What follows belongs to an exercise in optimizing a design on an open flow for small area, a short achievable clock period and few clock cycles per item; a production flow would make more cautious choices.
The RTL was checked by simulation tests, not by an equivalence proof against the original design.

==> inputs of run a <==
==> flow/design.v <==
package ffea_pkg;
	localparam int MaxExtents = 64;
	localparam int OffsetBits = 32;
	localparam int IdxBits = $clog2(MaxExtents);
	localparam int CntBits = $clog2(MaxExtents + 1);
	localparam logic OP_ALLOC = 1'b0;
	localparam logic OP_FREE = 1'b1;
	localparam logic [1:0] ST_OK = 2'd0;
	localparam logic [1:0] ST_OVERLAP = 2'd1;
	localparam logic [1:0] ST_FULL = 2'd2;
	localparam logic [1:0] ST_EXHAUSTED = 2'd3;
	typedef logic [OffsetBits-1:0] off_t;
	typedef logic [IdxBits-1:0] idx_t;
	typedef logic [CntBits-1:0] cnt_t;
endpackage
module ffea_ext_mem (
	input logic clk,
	input logic arst_n,
	input logic [ffea_pkg::MaxExtents-1:0] sel_l,    
	input logic [ffea_pkg::MaxExtents-1:0] sel_r,    
	input logic [ffea_pkg::MaxExtents-1:0] sel_re,   
	input logic [ffea_pkg::MaxExtents-1:0] sel_p,    
	input logic [ffea_pkg::MaxExtents-1:0] sel_t,    
	input logic [ffea_pkg::MaxExtents-1:0] sel_e,    
	input ffea_pkg::off_t new_p,
	input ffea_pkg::off_t new_e,
	input logic [ffea_pkg::MaxExtents-1:0][ffea_pkg::OffsetBits-1:0] new_t,
	output logic [ffea_pkg::MaxExtents-1:0][ffea_pkg::OffsetBits-1:0] s_q,
	output logic [ffea_pkg::MaxExtents-1:0][ffea_pkg::OffsetBits-1:0] e_q,
	output logic [ffea_pkg::MaxExtents-1:0] v_q
);
	localparam int N = ffea_pkg::MaxExtents;
	for (genvar j = 0; j < N; j++) begin : g_ent
		ffea_pkg::off_t s_l, e_l, s_r, e_r;
		logic v_l, v_r;
		if (j == 0) begin : g_lo
			assign s_l = '0;
			assign e_l = '0;
			assign v_l = 1'b0;
		end else begin : g_lo
			assign s_l = s_q[j-1];
			assign e_l = e_q[j-1];
			assign v_l = v_q[j-1];
		end
		if (j == N - 1) begin : g_hi
			assign s_r = '0;
			assign e_r = '0;
			assign v_r = 1'b0;
		end else begin : g_hi
			assign s_r = s_q[j+1];
			assign e_r = e_q[j+1];
			assign v_r = v_q[j+1];
		end
		logic s_hold, e_hold;
		assign s_hold = !(sel_l[j] || sel_r[j] || sel_p[j] || sel_t[j]);
		assign e_hold = !(sel_l[j] || sel_r[j] || sel_re[j] || sel_e[j]);
		always_ff @(posedge clk) begin
			s_q[j] <= ({32{sel_l[j]}} & s_l) | ({32{sel_r[j]}} & s_r) |
				({32{sel_p[j]}} & new_p) | ({32{sel_t[j]}} & new_t[j]) |
				({32{s_hold}} & s_q[j]);
			e_q[j] <= ({32{sel_l[j]}} & e_l) | ({32{sel_r[j] || sel_re[j]}} & e_r) |
				({32{sel_e[j]}} & new_e) | ({32{e_hold}} & e_q[j]);
		end
		always_ff @(posedge clk or negedge arst_n) begin
			if (!arst_n) v_q[j] <= 1'b0;
			else if (sel_l[j]) v_q[j] <= v_l;
			else if (sel_r[j]) v_q[j] <= v_r;
			else if (sel_p[j]) v_q[j] <= 1'b1;
		end
	end
endmodule
module ffea_ctrl (
	input logic clk,
	input logic arst_n,
	input logic in_valid,
	output logic in_stall,
	input logic opcode,
	input ffea_pkg::off_t position,
	input ffea_pkg::off_t length,
	output logic out_valid,
	input logic out_stall,
	output ffea_pkg::off_t offset,
	output logic [1:0] status
);
	localparam int N = ffea_pkg::MaxExtents;
	logic rq_v, rq_free, rq_empty, rq_len0;
	ffea_pkg::off_t rq_p, rq_len, rq_e, rq_lf, rq_b;
	logic res_v;
	ffea_pkg::off_t res_off;
	logic [1:0] res_st;
	ffea_pkg::off_t eos_q;
	logic fire, accept;
	assign fire = rq_v && (!res_v || !out_stall);
	assign in_stall = rq_v && !fire;
	assign accept = in_valid && !in_stall;
	assign out_valid = res_v;
	assign offset = res_off;
	assign status = res_st;
	logic [ffea_pkg::OffsetBits:0] in_sum;
	ffea_pkg::off_t in_end;
	assign in_sum = {1'b0, position} + {1'b0, length};
	assign in_end = in_sum[ffea_pkg::OffsetBits] ? '1 : in_sum[ffea_pkg::OffsetBits-1:0];
	always_ff @(posedge clk or negedge arst_n) begin
		if (!arst_n) begin
			rq_v <= 1'b0;
			rq_free <= 1'b0;
			rq_empty <= 1'b0;
			rq_len0 <= 1'b0;
			rq_p <= '0;
			rq_len <= '0;
			rq_e <= '0;
			rq_lf <= '0;
			rq_b <= '0;
		end else begin
			rq_v <= accept || (rq_v && !fire);
			if (accept) begin
				rq_free <= (opcode == ffea_pkg::OP_FREE);
				rq_p <= position;
				rq_len <= length;
				rq_len0 <= (length == '0);
				rq_e <= in_end;
				rq_lf <= in_sum[ffea_pkg::OffsetBits] ? ~position : length;
				rq_b <= (opcode == ffea_pkg::OP_FREE) ? ~position : length;
				rq_empty <= (in_end == position);
			end
		end
	end
	logic [N-1:0][ffea_pkg::OffsetBits-1:0] s_q, e_q, t_sum;
	logic [N-1:0] v_q;
	logic [N-1:0] sel_l, sel_r, sel_re, sel_p, sel_t, sel_e;
	ffea_ext_mem u_mem (
		.clk(clk), .arst_n(arst_n),
		.sel_l(sel_l), .sel_r(sel_r), .sel_re(sel_re),
		.sel_p(sel_p), .sel_t(sel_t), .sel_e(sel_e),
		.new_p(rq_p), .new_e(rq_e), .new_t(t_sum),
		.s_q(s_q), .e_q(e_q), .v_q(v_q)
	);
	logic [N-1:0] c_lt, c_eq, eq_p, match;
	logic [N:0] pa, pb, pc;
	for (genvar j = 0; j < N; j++) begin : g_ent
		logic [ffea_pkg::OffsetBits:0] sum;
		ffea_pkg::off_t y;
		assign sum = {1'b0, s_q[j]} + {1'b0, rq_b} + {{ffea_pkg::OffsetBits{1'b0}}, rq_free};
		assign t_sum[j] = sum[ffea_pkg::OffsetBits-1:0];
		assign y = rq_free ? rq_lf : e_q[j];
		assign c_lt[j] = sum[ffea_pkg::OffsetBits-1:0] < y;
		assign c_eq[j] = sum[ffea_pkg::OffsetBits-1:0] == y;
		assign eq_p[j] = e_q[j] == rq_p;
		assign match[j] = rq_free ? (!v_q[j] || sum[ffea_pkg::OffsetBits]) :
			(v_q[j] && !sum[ffea_pkg::OffsetBits] && (c_lt[j] || c_eq[j]));
		assign pa[j] = v_q[j] && c_lt[j];
		assign pb[j] = v_q[j] && c_eq[j];
		if (j == 0) begin : g_pc0
			assign pc[j] = 1'b0;
		end else begin : g_pc
			assign pc[j] = eq_p[j-1];
		end
	end
	assign pa[N] = 1'b0;
	assign pb[N] = 1'b0;
	assign pc[N] = eq_p[N-1];
	logic [7:0][N:0] am, ap, bp, cp;
	assign am[0] = {1'b1, match};
	assign ap[0] = pa;
	assign bp[0] = pb;
	assign cp[0] = pc;
	for (genvar l = 0; l < 7; l++) begin : g_pre
		for (genvar j = 0; j <= N; j++) begin : g_bit
			if (j >= (1 << l)) begin : g_op
				assign am[l+1][j] = am[l][j] || am[l][j-(1<<l)];
				assign ap[l+1][j] = am[l][j-(1<<l)] ? ap[l][j-(1<<l)] : ap[l][j];
				assign bp[l+1][j] = am[l][j-(1<<l)] ? bp[l][j-(1<<l)] : bp[l][j];
				assign cp[l+1][j] = am[l][j-(1<<l)] ? cp[l][j-(1<<l)] : cp[l][j];
			end else begin : g_pass
				assign am[l+1][j] = am[l][j];
				assign ap[l+1][j] = ap[l][j];
				assign bp[l+1][j] = bp[l][j];
				assign cp[l+1][j] = cp[l][j];
			end
		end
	end
	logic [N:0] below, hit, fa, fb, fc;
	assign below = {am[7][N-1:0], 1'b0};
	assign fa = {ap[7][N-1:0], 1'b0};
	assign fb = {bp[7][N-1:0], 1'b0};
	assign fc = {cp[7][N-1:0], 1'b0};
	assign hit = am[0] & ~below;
	ffea_pkg::off_t hit_s;
	always_comb begin
		hit_s = '0;
		for (int j = 0; j < N; j++) begin
			hit_s = hit_s | ({32{hit[j]}} & s_q[j]);
		end
	end
	logic al_hit, al_exh, g_a, g_b, g_c, full;
	assign al_hit = am[7][N-1];
	assign al_exh = rq_len > ~eos_q;
	assign g_a = ap[7][N];
	assign g_b = bp[7][N];
	assign g_c = cp[7][N];
	assign full = v_q[N-1];
	logic go_al, go_fr, al_del;
	assign go_al = fire && !rq_free;
	assign go_fr = fire && rq_free && !rq_empty;
	assign al_del = !rq_len0;
	always_comb begin
		for (int j = 0; j < N; j++) begin
			sel_r[j] = (go_al && al_del && ((hit[j] && pb[j]) || (below[j] && fb[j]))) ||
				(go_fr && hit[j] && !pa[j] && pb[j] && pc[j]) ||
				(go_fr && below[j] && !fa[j] && fb[j] && fc[j]);
			sel_t[j] = go_al && hit[j] && !(al_del && pb[j]);
			sel_l[j] = go_fr && below[j] && !fa[j] && !fb[j] && !fc[j] && !full;
			sel_p[j] = go_fr && hit[j] && !pa[j] && !pc[j] && (pb[j] || !full);
			sel_re[j] = go_fr && hit[j+1] && !pa[j+1] && pb[j+1] && pc[j+1];
			sel_e[j] = (go_fr && hit[j] && !pa[j] && !pb[j] && !pc[j] && !full) ||
				(go_fr && hit[j+1] && !pa[j+1] && !pb[j+1] && pc[j+1]);
		end
	end
	always_ff @(posedge clk or negedge arst_n) begin
		if (!arst_n) begin
			res_v <= 1'b0;
			res_off <= '0;
			res_st <= ffea_pkg::ST_OK;
			eos_q <= '0;
		end else begin
			if (fire) begin
				res_v <= 1'b1;
				if (rq_free) begin
					res_off <= '0;
					res_st <= (!rq_empty && g_a) ? ffea_pkg::ST_OVERLAP :
						(!rq_empty && !g_b && !g_c && full) ? ffea_pkg::ST_FULL : ffea_pkg::ST_OK;
				end else if (al_hit) begin
					res_off <= hit_s;
					res_st <= ffea_pkg::ST_OK;
				end else if (al_exh) begin
					res_off <= '0;
					res_st <= ffea_pkg::ST_EXHAUSTED;
				end else begin
					res_off <= eos_q;
					res_st <= ffea_pkg::ST_OK;
					eos_q <= eos_q + rq_len;
				end
			end else if (!out_stall) begin
				res_v <= 1'b0;
			end
		end
	end
endmodule
module first_fit_extent_allocator_top (
	input logic clk,
	input logic arst_n,
	input logic in_valid,
	output logic in_stall,
	input logic opcode,
	input logic [31:0] position,
	input logic [31:0] length,
	output logic out_valid,
	input logic out_stall,
	output logic [31:0] offset,
	output logic [1:0] status
);
	ffea_ctrl u_ctrl (
		.clk(clk), .arst_n(arst_n),
		.in_valid(in_valid), .in_stall(in_stall),
		.opcode(opcode), .position(position), .length(length),
		.out_valid(out_valid), .out_stall(out_stall),
		.offset(offset), .status(status)
	);
endmodule
==> flow/run.sh <==
#!/bin/bash
# synth_recipe.tcl (not shown) runs the flow's synth.tcl, then flattens the netlist and writes it again
# the make line also repeats each setting of config.mk as NAME=value (left out here)
make -C /OpenROAD-flow-scripts/flow DESIGN_CONFIG=/design/flow/config.mk WORK_HOME=/design/flow/orfs CLKGATE_MAP_FILE= SYNTH_SCRIPT=/design/flow/synth_recipe.tcl finish
==> flow/config.mk <==
export PLATFORM = sky130hd
export DESIGN_NAME = first_fit_extent_allocator_top
export DESIGN_NICKNAME = first_fit_extent_allocator_top
export VERILOG_FILES = /design/flow/design.v
export SDC_FILE = /design/flow/constraint.sdc
export NUM_CORES = 4
export LEC_CHECK = 0
export CAP_MARGIN = 20
export CORE_MARGIN = 2
export CORE_UTILIZATION = 55
export PLACE_DENSITY = 0.72
export SETUP_SLACK_MARGIN = 0.1
export SLEW_MARGIN = 20
==> flow/constraint.sdc <==
create_clock -name core_clock -period 10.0 [get_ports {clk}]
set_input_delay 2.0000 -clock core_clock [delete_from_list [all_inputs] [get_ports {clk}]]
set_output_delay 2.0000 -clock core_clock [all_outputs]
set_load 0.01 [all_outputs]
==> inputs of run b, as changes to run a <==
--- a/flow/design.v
+++ b/flow/design.v
@@ -85,12 +85,20 @@
 	localparam int N = ffea_pkg::MaxExtents;
 	logic rq_v, rq_free, rq_empty, rq_len0;
 	ffea_pkg::off_t rq_p, rq_len, rq_e, rq_lf, rq_b;
-	logic res_v;
-	ffea_pkg::off_t res_off;
-	logic [1:0] res_st;
+	localparam int G = ffea_pkg::MaxExtents / 8;
+	logic gr_v;
+	logic [G:0][ffea_pkg::OffsetBits-1:0] gr_off;
+	logic [1:0] gr_st;
+	logic res_v, sk_v;
+	ffea_pkg::off_t res_off, sk_off;
+	logic [1:0] res_st, sk_st;
+	ffea_pkg::off_t res_off_d;
 	ffea_pkg::off_t eos_q;
-	logic fire, accept;
-	assign fire = rq_v && (!res_v || !out_stall);
+	logic ph_q;
+	logic fire, accept, move, take;
+	assign move = gr_v && !sk_v;
+	assign fire = rq_v && ph_q && (!gr_v || !sk_v);
+	assign take = res_v && !out_stall;
 	assign in_stall = rq_v && !fire;
 	assign accept = in_valid && !in_stall;
 	assign out_valid = res_v;
@@ -103,6 +111,7 @@
 	always_ff @(posedge clk or negedge arst_n) begin
 		if (!arst_n) begin
 			rq_v <= 1'b0;
+			ph_q <= 1'b0;
 			rq_free <= 1'b0;
 			rq_empty <= 1'b0;
 			rq_len0 <= 1'b0;
@@ -113,6 +122,7 @@
 			rq_b <= '0;
 		end else begin
 			rq_v <= accept || (rq_v && !fire);
+			ph_q <= rq_v && !fire;
 			if (accept) begin
 				rq_free <= (opcode == ffea_pkg::OP_FREE);
 				rq_p <= position;
@@ -135,8 +145,8 @@
 		.new_p(rq_p), .new_e(rq_e), .new_t(t_sum),
 		.s_q(s_q), .e_q(e_q), .v_q(v_q)
 	);
-	logic [N-1:0] c_lt, c_eq, eq_p, match;
-	logic [N:0] pa, pb, pc;
+	logic [N-1:0] c_lt, c_eq, eq_p, match_d, match;
+	logic [N:0] pa_d, pb_d, pc_d, pa, pb, pc;
 	for (genvar j = 0; j < N; j++) begin : g_ent
 		logic [ffea_pkg::OffsetBits:0] sum;
 		ffea_pkg::off_t y;
@@ -146,103 +156,150 @@
 		assign c_lt[j] = sum[ffea_pkg::OffsetBits-1:0] < y;
 		assign c_eq[j] = sum[ffea_pkg::OffsetBits-1:0] == y;
 		assign eq_p[j] = e_q[j] == rq_p;
-		assign match[j] = rq_free ? (!v_q[j] || sum[ffea_pkg::OffsetBits]) :
+		assign match_d[j] = rq_free ? (!v_q[j] || sum[ffea_pkg::OffsetBits]) :
 			(v_q[j] && !sum[ffea_pkg::OffsetBits] && (c_lt[j] || c_eq[j]));
-		assign pa[j] = v_q[j] && c_lt[j];
-		assign pb[j] = v_q[j] && c_eq[j];
+		assign pa_d[j] = v_q[j] && c_lt[j];
+		assign pb_d[j] = v_q[j] && c_eq[j];
 		if (j == 0) begin : g_pc0
-			assign pc[j] = 1'b0;
+			assign pc_d[j] = 1'b0;
 		end else begin : g_pc
-			assign pc[j] = eq_p[j-1];
-		end
-	end
-	assign pa[N] = 1'b0;
-	assign pb[N] = 1'b0;
-	assign pc[N] = eq_p[N-1];
-	logic [7:0][N:0] am, ap, bp, cp;
+			assign pc_d[j] = eq_p[j-1];
+		end
+	end
+	assign pa_d[N] = 1'b0;
+	assign pb_d[N] = 1'b0;
+	assign pc_d[N] = eq_p[N-1];
+	always_ff @(posedge clk) begin
+		match <= match_d;
+		pa <= pa_d;
+		pb <= pb_d;
+		pc <= pc_d;
+	end
+	logic go_al, go_fr, al_del, full;
+	assign go_al = fire && !rq_free;
+	assign go_fr = fire && rq_free && !rq_empty;
+	assign al_del = !rq_len0;
+	assign full = v_q[N-1];
+	logic [N:0] dl, dr;
+	assign dl = rq_free ? (~pa & ~pb & ~pc & {(N+1){!full}}) : '0;
+	assign dr = rq_free ? (~pa & pb & pc) : (pb & {(N+1){al_del}});
+	logic [7:0][N:0] am, lp, rp;
 	assign am[0] = {1'b1, match};
-	assign ap[0] = pa;
-	assign bp[0] = pb;
-	assign cp[0] = pc;
-	for (genvar l = 0; l < 7; l++) begin : g_pre
+	assign lp[0] = dl;
+	assign rp[0] = dr;
+	for (genvar l = 0; l < 6; l++) begin : g_pre
 		for (genvar j = 0; j <= N; j++) begin : g_bit
 			if (j >= (1 << l)) begin : g_op
 				assign am[l+1][j] = am[l][j] || am[l][j-(1<<l)];
-				assign ap[l+1][j] = am[l][j-(1<<l)] ? ap[l][j-(1<<l)] : ap[l][j];
-				assign bp[l+1][j] = am[l][j-(1<<l)] ? bp[l][j-(1<<l)] : bp[l][j];
-				assign cp[l+1][j] = am[l][j-(1<<l)] ? cp[l][j-(1<<l)] : cp[l][j];
+				assign lp[l+1][j] = am[l][j-(1<<l)] ? lp[l][j-(1<<l)] : lp[l][j];
+				assign rp[l+1][j] = am[l][j-(1<<l)] ? rp[l][j-(1<<l)] : rp[l][j];
 			end else begin : g_pass
 				assign am[l+1][j] = am[l][j];
-				assign ap[l+1][j] = ap[l][j];
-				assign bp[l+1][j] = bp[l][j];
-				assign cp[l+1][j] = cp[l][j];
-			end
-		end
-	end
-	logic [N:0] below, hit, fa, fb, fc;
-	assign below = {am[7][N-1:0], 1'b0};
-	assign fa = {ap[7][N-1:0], 1'b0};
-	assign fb = {bp[7][N-1:0], 1'b0};
-	assign fc = {cp[7][N-1:0], 1'b0};
+				assign lp[l+1][j] = lp[l][j];
+				assign rp[l+1][j] = rp[l][j];
+			end
+		end
+	end
+	logic [N:0] below, hit;
+	logic [N-1:0] fl, fr;
+	assign below = {am[6][N-1:0], 1'b0};
+	assign fl = {lp[6][N-2:0], 1'b0};
+	assign fr = {rp[6][N-2:0], 1'b0};
 	assign hit = am[0] & ~below;
-	ffea_pkg::off_t hit_s;
+	logic [G-1:0][ffea_pkg::OffsetBits-1:0] grp_s;
 	always_comb begin
-		hit_s = '0;
-		for (int j = 0; j < N; j++) begin
-			hit_s = hit_s | ({32{hit[j]}} & s_q[j]);
-		end
-	end
-	logic al_hit, al_exh, g_a, g_b, g_c, full;
-	assign al_hit = am[7][N-1];
+		for (int g = 0; g < G; g++) begin
+			grp_s[g] = '0;
+			for (int k = 0; k < 8; k++) begin
+				grp_s[g] = grp_s[g] | ({32{hit[8*g+k]}} & s_q[8*g+k]);
+			end
+		end
+	end
+	logic al_hit, al_exh, g_a, g_b, g_c;
+	assign al_hit = below[N];
 	assign al_exh = rq_len > ~eos_q;
-	assign g_a = ap[7][N];
-	assign g_b = bp[7][N];
-	assign g_c = cp[7][N];
-	assign full = v_q[N-1];
-	logic go_al, go_fr, al_del;
-	assign go_al = fire && !rq_free;
-	assign go_fr = fire && rq_free && !rq_empty;
-	assign al_del = !rq_len0;
+	always_comb begin
+		g_a = 1'b0;
+		g_b = 1'b0;
+		g_c = 1'b0;
+		for (int j = 0; j <= N; j++) begin
+			g_a = g_a | (hit[j] & pa[j]);
+			g_b = g_b | (hit[j] & pb[j]);
+			g_c = g_c | (hit[j] & pc[j]);
+		end
+	end
 	always_comb begin
 		for (int j = 0; j < N; j++) begin
-			sel_r[j] = (go_al && al_del && ((hit[j] && pb[j]) || (below[j] && fb[j]))) ||
-				(go_fr && hit[j] && !pa[j] && pb[j] && pc[j]) ||
-				(go_fr && below[j] && !fa[j] && fb[j] && fc[j]);
-			sel_t[j] = go_al && hit[j] && !(al_del && pb[j]);
-			sel_l[j] = go_fr && below[j] && !fa[j] && !fb[j] && !fc[j] && !full;
+			sel_r[j] = (go_al && ((hit[j] && dr[j]) || (below[j] && fr[j]))) ||
+				(go_fr && ((hit[j] && dr[j]) || (below[j] && fr[j])));
+			sel_t[j] = go_al && hit[j] && !dr[j];
+			sel_l[j] = go_fr && below[j] && fl[j];
 			sel_p[j] = go_fr && hit[j] && !pa[j] && !pc[j] && (pb[j] || !full);
 			sel_re[j] = go_fr && hit[j+1] && !pa[j+1] && pb[j+1] && pc[j+1];
-			sel_e[j] = (go_fr && hit[j] && !pa[j] && !pb[j] && !pc[j] && !full) ||
+			sel_e[j] = (go_fr && hit[j] && dl[j]) ||
 				(go_fr && hit[j+1] && !pa[j+1] && !pb[j+1] && pc[j+1]);
 		end
 	end
 	always_ff @(posedge clk or negedge arst_n) begin
 		if (!arst_n) begin
+			gr_v <= 1'b0;
+			gr_st <= ffea_pkg::ST_OK;
 			res_v <= 1'b0;
 			res_off <= '0;
 			res_st <= ffea_pkg::ST_OK;
+			sk_v <= 1'b0;
+			sk_off <= '0;
+			sk_st <= ffea_pkg::ST_OK;
 			eos_q <= '0;
 		end else begin
 			if (fire) begin
-				res_v <= 1'b1;
+				gr_v <= 1'b1;
+			end else if (move) begin
+				gr_v <= 1'b0;
+			end
+			if (fire) begin
 				if (rq_free) begin
-					res_off <= '0;
-					res_st <= (!rq_empty && g_a) ? ffea_pkg::ST_OVERLAP :
+					gr_st <= (!rq_empty && g_a) ? ffea_pkg::ST_OVERLAP :
 						(!rq_empty && !g_b && !g_c && full) ? ffea_pkg::ST_FULL : ffea_pkg::ST_OK;
-				end else if (al_hit) begin
-					res_off <= hit_s;
-					res_st <= ffea_pkg::ST_OK;
-				end else if (al_exh) begin
-					res_off <= '0;
-					res_st <= ffea_pkg::ST_EXHAUSTED;
+				end else if (!al_hit && al_exh) begin
+					gr_st <= ffea_pkg::ST_EXHAUSTED;
 				end else begin
-					res_off <= eos_q;
-					res_st <= ffea_pkg::ST_OK;
+					gr_st <= ffea_pkg::ST_OK;
+				end
+				if (!rq_free && !al_hit && !al_exh) begin
 					eos_q <= eos_q + rq_len;
 				end
-			end else if (!out_stall) begin
-				res_v <= 1'b0;
-			end
+			end
+			if (move && (!res_v || (take && !sk_v))) begin
+				res_v <= 1'b1;
+				res_st <= gr_st;
+				res_off <= res_off_d;
+			end else if (take) begin
+				res_v <= sk_v;
+				res_st <= sk_st;
+				res_off <= sk_off;
+			end
+			if (move && res_v && !take) begin
+				sk_v <= 1'b1;
+				sk_st <= gr_st;
+				sk_off <= res_off_d;
+			end else if (take) begin
+				sk_v <= 1'b0;
+			end
+		end
+	end
+	always_comb begin
+		res_off_d = '0;
+		for (int g = 0; g <= G; g++) begin
+			res_off_d = res_off_d | gr_off[g];
+		end
+	end
+	always_ff @(posedge clk) begin
+		if (fire) begin
+			for (int g = 0; g < G; g++) begin
+				gr_off[g] <= (!rq_free && al_hit) ? grp_s[g] : '0;
+			end
+			gr_off[G] <= (!rq_free && !al_hit && !al_exh) ? eos_q : '0;
 		end
 	end
 endmodule
CELL_PAD_IN_SITES_DETAIL_PLACEMENT = 1   (was default)
CELL_PAD_IN_SITES_GLOBAL_PLACEMENT = 1   (was default)
CORE_UTILIZATION = 28   (was 55)
PLACE_DENSITY = 0.42   (was 0.72)
SETUP_SLACK_MARGIN = 4.0   (was 0.1)
==> inputs of run c, as changes to run a <==
--- a/flow/design.v
+++ b/flow/design.v
@@ -89,8 +89,9 @@
 	ffea_pkg::off_t res_off;
 	logic [1:0] res_st;
 	ffea_pkg::off_t eos_q;
+	logic ph_q;
 	logic fire, accept;
-	assign fire = rq_v && (!res_v || !out_stall);
+	assign fire = rq_v && ph_q && (!res_v || !out_stall);
 	assign in_stall = rq_v && !fire;
 	assign accept = in_valid && !in_stall;
 	assign out_valid = res_v;
@@ -103,6 +104,7 @@
 	always_ff @(posedge clk or negedge arst_n) begin
 		if (!arst_n) begin
 			rq_v <= 1'b0;
+			ph_q <= 1'b0;
 			rq_free <= 1'b0;
 			rq_empty <= 1'b0;
 			rq_len0 <= 1'b0;
@@ -113,6 +115,7 @@
 			rq_b <= '0;
 		end else begin
 			rq_v <= accept || (rq_v && !fire);
+			ph_q <= rq_v && !fire;
 			if (accept) begin
 				rq_free <= (opcode == ffea_pkg::OP_FREE);
 				rq_p <= position;
@@ -135,8 +138,8 @@
 		.new_p(rq_p), .new_e(rq_e), .new_t(t_sum),
 		.s_q(s_q), .e_q(e_q), .v_q(v_q)
 	);
-	logic [N-1:0] c_lt, c_eq, eq_p, match;
-	logic [N:0] pa, pb, pc;
+	logic [N-1:0] c_lt, c_eq, eq_p, match_d, match;
+	logic [N:0] pa_d, pb_d, pc_d, pa, pb, pc;
 	for (genvar j = 0; j < N; j++) begin : g_ent
 		logic [ffea_pkg::OffsetBits:0] sum;
 		ffea_pkg::off_t y;
@@ -146,19 +149,25 @@
 		assign c_lt[j] = sum[ffea_pkg::OffsetBits-1:0] < y;
 		assign c_eq[j] = sum[ffea_pkg::OffsetBits-1:0] == y;
 		assign eq_p[j] = e_q[j] == rq_p;
-		assign match[j] = rq_free ? (!v_q[j] || sum[ffea_pkg::OffsetBits]) :
+		assign match_d[j] = rq_free ? (!v_q[j] || sum[ffea_pkg::OffsetBits]) :
 			(v_q[j] && !sum[ffea_pkg::OffsetBits] && (c_lt[j] || c_eq[j]));
-		assign pa[j] = v_q[j] && c_lt[j];
-		assign pb[j] = v_q[j] && c_eq[j];
+		assign pa_d[j] = v_q[j] && c_lt[j];
+		assign pb_d[j] = v_q[j] && c_eq[j];
 		if (j == 0) begin : g_pc0
-			assign pc[j] = 1'b0;
+			assign pc_d[j] = 1'b0;
 		end else begin : g_pc
-			assign pc[j] = eq_p[j-1];
-		end
-	end
-	assign pa[N] = 1'b0;
-	assign pb[N] = 1'b0;
-	assign pc[N] = eq_p[N-1];
+			assign pc_d[j] = eq_p[j-1];
+		end
+	end
+	assign pa_d[N] = 1'b0;
+	assign pb_d[N] = 1'b0;
+	assign pc_d[N] = eq_p[N-1];
+	always_ff @(posedge clk) begin
+		match <= match_d;
+		pa <= pa_d;
+		pb <= pb_d;
+		pc <= pc_d;
+	end
 	logic [7:0][N:0] am, ap, bp, cp;
 	assign am[0] = {1'b1, match};
 	assign ap[0] = pa;
CORE_UTILIZATION = 40   (was 55)
PLACE_DENSITY = default   (was 0.72)
==> qor summary <==
metric	run b	run c	run a
Status	complete, no violations	stopped before the end	stopped before the end
Last stage reached	-	5_1_grt	5_1_grt
Flip-flop and latch count after synthesis	4974	4648	4391
Post-synthesis instance total	52400	52100	51100
Share of flip-flops with an asynchronous set or reset after synthesis	0.0671	0.0637	0.0672
Compound-cell area share of the yosys netlist	0.302	0.300	0.352
Die Width	1220 µm	1020 µm	868 µm
Mean post-synth cell area	7.96 µm²	7.85 µm²	8.04 µm²
Initial cell density of the core	0.281	0.401	0.551
Instance count after placement with tap cells included	70900	65100	65300
Simple-gate portion of the synthesized area	0.184	0.195	0.163
Number of enable flip-flop cells after synthesis	288	0	0
# resized after CTS	1476	0	897
Post-synth design cell area	417000 µm²	409000 µm²	410000 µm²
Post-Synth Adder-Cell Area	0.129	0.132	0.131
Register area share after synthesis	0.250	0.231	0.218
Gpl congestion	1.06	1.26	1.61
Number of cell rows	448	371	317
Total half-perimeter wirelength after legalization and detailed placement	2980000 µm	3090000 µm	2430000 µm
Number of buffers inserted by post-CTS setup repair	345	0	268
Die boundary height	1220 µm	1020 µm	868 µm
Area fraction of the dominant cell type after synthesis	0.209	0.213	0.200
Dpl ws	1.51 ns	1.55 ns	-2.17 ns
Number of buffers on the longest clock path	5	5	4
Syn nets	56700	56400	55400
Cell variety after synth	121	125	136
Clock buffers created by TritonCTS	733	633	538
Testbench counts of run a, summed over its fixed seeds: cycles 9,616, items 9,600.
Testbench counts of run b, summed over its fixed seeds: cycles 19,224, items 9,600.
Testbench counts of run c, summed over its fixed seeds: cycles 19,216, items 9,600.

-- afterwards: timing with drivers on the ports --
The flow's constraints put no driver on any port. The routed layout listed below was extracted and timed again, unchanged, in two steps. Step 1, drivers: a clkbuf_16 drives clk and a buf_2 each remaining input, both assumed. Step 2, shift: input delay + t, output delay - t, t = (earliest + latest rising clock arrival at the registers) / 2. This alone moves slack from input paths to output paths. Three values: ideal ports, drivers, drivers and shift; two values: the first two.
run: run b
shift t [ns]: 1.502
setup WS [ns]: 3.547 / 3.547 / 2.978
cell pins on the clock port's net: 1
After both steps setup and hold are still met in run b. For run b, drivers alone change the setup slack by 0.000 ns; drivers and shift together by -0.569 ns.
